This design comes from an exercise in tuning for small area, a short achievable clock period and few clock cycles per item on the open sky130 flow, not from production work.
Function was checked by simulation only, so behaviour that the tests miss may differ from the original.

== exp/harbor ==
## iu_core
module iu_core (
  input  logic        forever_cpuclk,
  input  logic        rst_n,
  input  logic        flush,
  input  logic        issue_vld,
  input  logic [1:0]  issue_unit,
  input  logic [3:0]  issue_func,
  input  logic [31:0] issue_src0,
  input  logic [31:0] issue_src1,
  input  logic [5:0]  issue_dst_preg,
  output logic        wb_vld,
  output logic [5:0]  wb_preg,
  output logic [31:0] wb_data,
  output logic        ex1_fwd_vld,
  output logic [5:0]  ex1_fwd_preg,
  output logic [31:0] ex1_fwd_data,
  output logic        ex1_stall
);
  iu_pkg::iu_issue_t issue;
  iu_pkg::iu_rslt_t  wb;
  iu_pkg::iu_rslt_t  ex1_fwd;
  always_comb begin
    issue.vld      = issue_vld;
    issue.unit     = iu_pkg::iu_unit_e'(issue_unit);
    issue.func     = issue_func;
    issue.src0     = issue_src0;
    issue.src1     = issue_src1;
    issue.dst_preg = issue_dst_preg;
  end
  iu_top u_iu_top (
    .forever_cpuclk (forever_cpuclk),
    .rst_n          (rst_n         ),
    .flush          (flush         ),
    .issue          (issue         ),
    .wb             (wb            ),
    .ex1_fwd        (ex1_fwd       ),
    .ex1_stall      (ex1_stall     )
  );
  assign wb_vld       = wb.vld;
  assign wb_preg      = wb.preg;
  assign wb_data      = wb.data;
  assign ex1_fwd_vld  = ex1_fwd.vld;
  assign ex1_fwd_preg = ex1_fwd.preg;
  assign ex1_fwd_data = ex1_fwd.data;
endmodule
Size: about 4900 cells after synthesis, roughly 350 flip-flops, roughly 160 I/O pins.
==> flow/config.mk <==
export PLATFORM = sky130hd
export DESIGN_NAME = iu_core
export DESIGN_NICKNAME = iu_core
export VERILOG_FILES = /design/flow/design.v
export SDC_FILE = /design/flow/constraint.sdc
export NUM_CORES = 4
export LEC_CHECK = 0
export CAP_MARGIN = 20
export CORE_MARGIN = 2
export CORE_UTILIZATION = 75
export PLACE_DENSITY = 0.85
export SETUP_SLACK_MARGIN = 4
export SLEW_MARGIN = 20
export TNS_END_PERCENT = 0
==> flow/constraint.sdc <==
create_clock -name core_clock -period 10.0 [get_ports {forever_cpuclk}]
set_input_delay 2.0000 -clock core_clock [delete_from_list [all_inputs] [get_ports {forever_cpuclk}]]
set_output_delay 2.0000 -clock core_clock [all_outputs]
set_load 0.01 [all_outputs]
run.sh (not shown) runs the stock make flow with config.mk's settings and CLKGATE_MAP_FILE= SYNTH_SCRIPT=/design/flow/synth_recipe.tcl, a recipe that flattens the netlist after the stock synthesis.
In the summary table, exp/harbor is marked failed, with error GRT-0232 raised in global routing (5_1_grt).
Testbench counts of exp/harbor, summed over its fixed seeds: cycles 9,475, items 8,000.
> inputs changed (exp/harbor -> exp/nickel)
# exp/harbor
export LEC_CHECK = 0
export CAP_MARGIN = 20
export CORE_MARGIN = 2
export CORE_UTILIZATION = 75
export PLACE_DENSITY = 0.85
export SETUP_SLACK_MARGIN = 4
export SLEW_MARGIN = 20
export TNS_END_PERCENT = 0
create_clock -name core_clock -period 10.0 [get_ports {forever_cpuclk}]
# exp/nickel
export LEC_CHECK = 0
export CAP_MARGIN = 20
export CORE_MARGIN = 2
export CORE_UTILIZATION = 70
export PLACE_DENSITY = 0.8
export SETUP_SLACK_MARGIN = 4
export SLEW_MARGIN = 20
export TNS_END_PERCENT = 0
create_clock -name core_clock -period 10.0 [get_ports {forever_cpuclk}]
==> comparison <==
Changes observed in exp/nickel relative to exp/harbor: number of gates resized after cts shows an increase of 5.5%, effective utilization at floorplan went down by 5.0 points, post-CTS repair timing setup buffer count fell by 17, number of rows in the core area +about 3.4%, placed instance area neither gained nor lost much.
Comparing exp/harbor against exp/nickel, there is no change at all in maximum buffer depth of the clock tree.
Per the final summary, exp/nickel finished and its layout is clean on timing, DRC and antenna.
The sequential-to-total area share from yosys stat on exp/harbor is in line with that on exp/nickel.
Cmp exp/nickel and exp/harbor / number of buffers created by CTS / lower: exp/harbor

---

iu_core, a different RTL version from the one above (not shown whole).
Size: ~350 flip-flops, roughly 43000 µm² of cells after synthesis.
## iu_core
module iu_core (
  input  logic        forever_cpuclk,
  input  logic        rst_n,
  input  logic        flush,
  input  logic        issue_vld,
  input  logic [1:0]  issue_unit,
  input  logic [3:0]  issue_func,
  input  logic [31:0] issue_src0,
  input  logic [31:0] issue_src1,
  input  logic [5:0]  issue_dst_preg,
  output logic        wb_vld,
  output logic [5:0]  wb_preg,
  output logic [31:0] wb_data,
  output logic        ex1_fwd_vld,
  output logic [5:0]  ex1_fwd_preg,
  output logic [31:0] ex1_fwd_data,
  output logic        ex1_stall
);
export LEC_CHECK = 0
export CAP_MARGIN = 20
export CORE_MARGIN = 2
export CORE_UTILIZATION = 60
export PLACE_DENSITY = 0.7
export SETUP_SLACK_MARGIN = 4
export SLEW_MARGIN = 20
export TNS_END_PERCENT = 0
create_clock -name core_clock -period 10.0 [get_ports {forever_cpuclk}]
The starting point passed the timing, design-rule and antenna checks.
Testbench counts at the start, summed over its fixed seeds: cycles 9,695, items 8,000.
==> next run, changes <==
Settings changed: CORE_UTILIZATION 60 to 40, PLACE_DENSITY 0.7 to not set.
=> Area after synthesis is unchanged; die area increases by 49%; utilization went down by 22 points; worst setup slack got worse by 0.13 ns; via count fell by 2.3%; wire length goes up by 3.7%.

==> re-timing with driven ports <==
In the flow no input, the clock included, has a driving cell. The finished layouts below were timed again as built, in two steps. Step 1: set_driving_cell puts a clkbuf_16 on forever_cpuclk and a buf_2 on each other input, an assumption about the parent block. Step 2, shift: input delay + t, output delay - t, t = (earliest + latest rising clock arrival at the registers) / 2. This alone moves slack from input paths to output paths. a / b / c = ideal / step 1 / step 2; a / b = the first two.
run	shift t [ns]	setup WS [ns]	hold WS [ns]	latest minus earliest clock arrival (ns)	worst slew at a driven data input, ns
exp/nickel	0.673	2.549 / 2.518 / 2.021	0.319 / 0.319 / 0.319	0.042 / 0.043	0.05
the first run of note 2	0.680	2.166 / 2.123 / 2.123	0.328 / 0.328 / 0.328	0.021 / 0.020	0.07
the second run of note 2	0.700	2.038 / 2.012 / 2.012	0.325 / 0.325 / 0.325	0.049 / 0.049	0.14
After both steps setup and hold are still met in every run listed. For exp/nickel, which loses most, drivers alone change the setup slack by -0.031 ns; drivers and shift together by -0.528 ns.
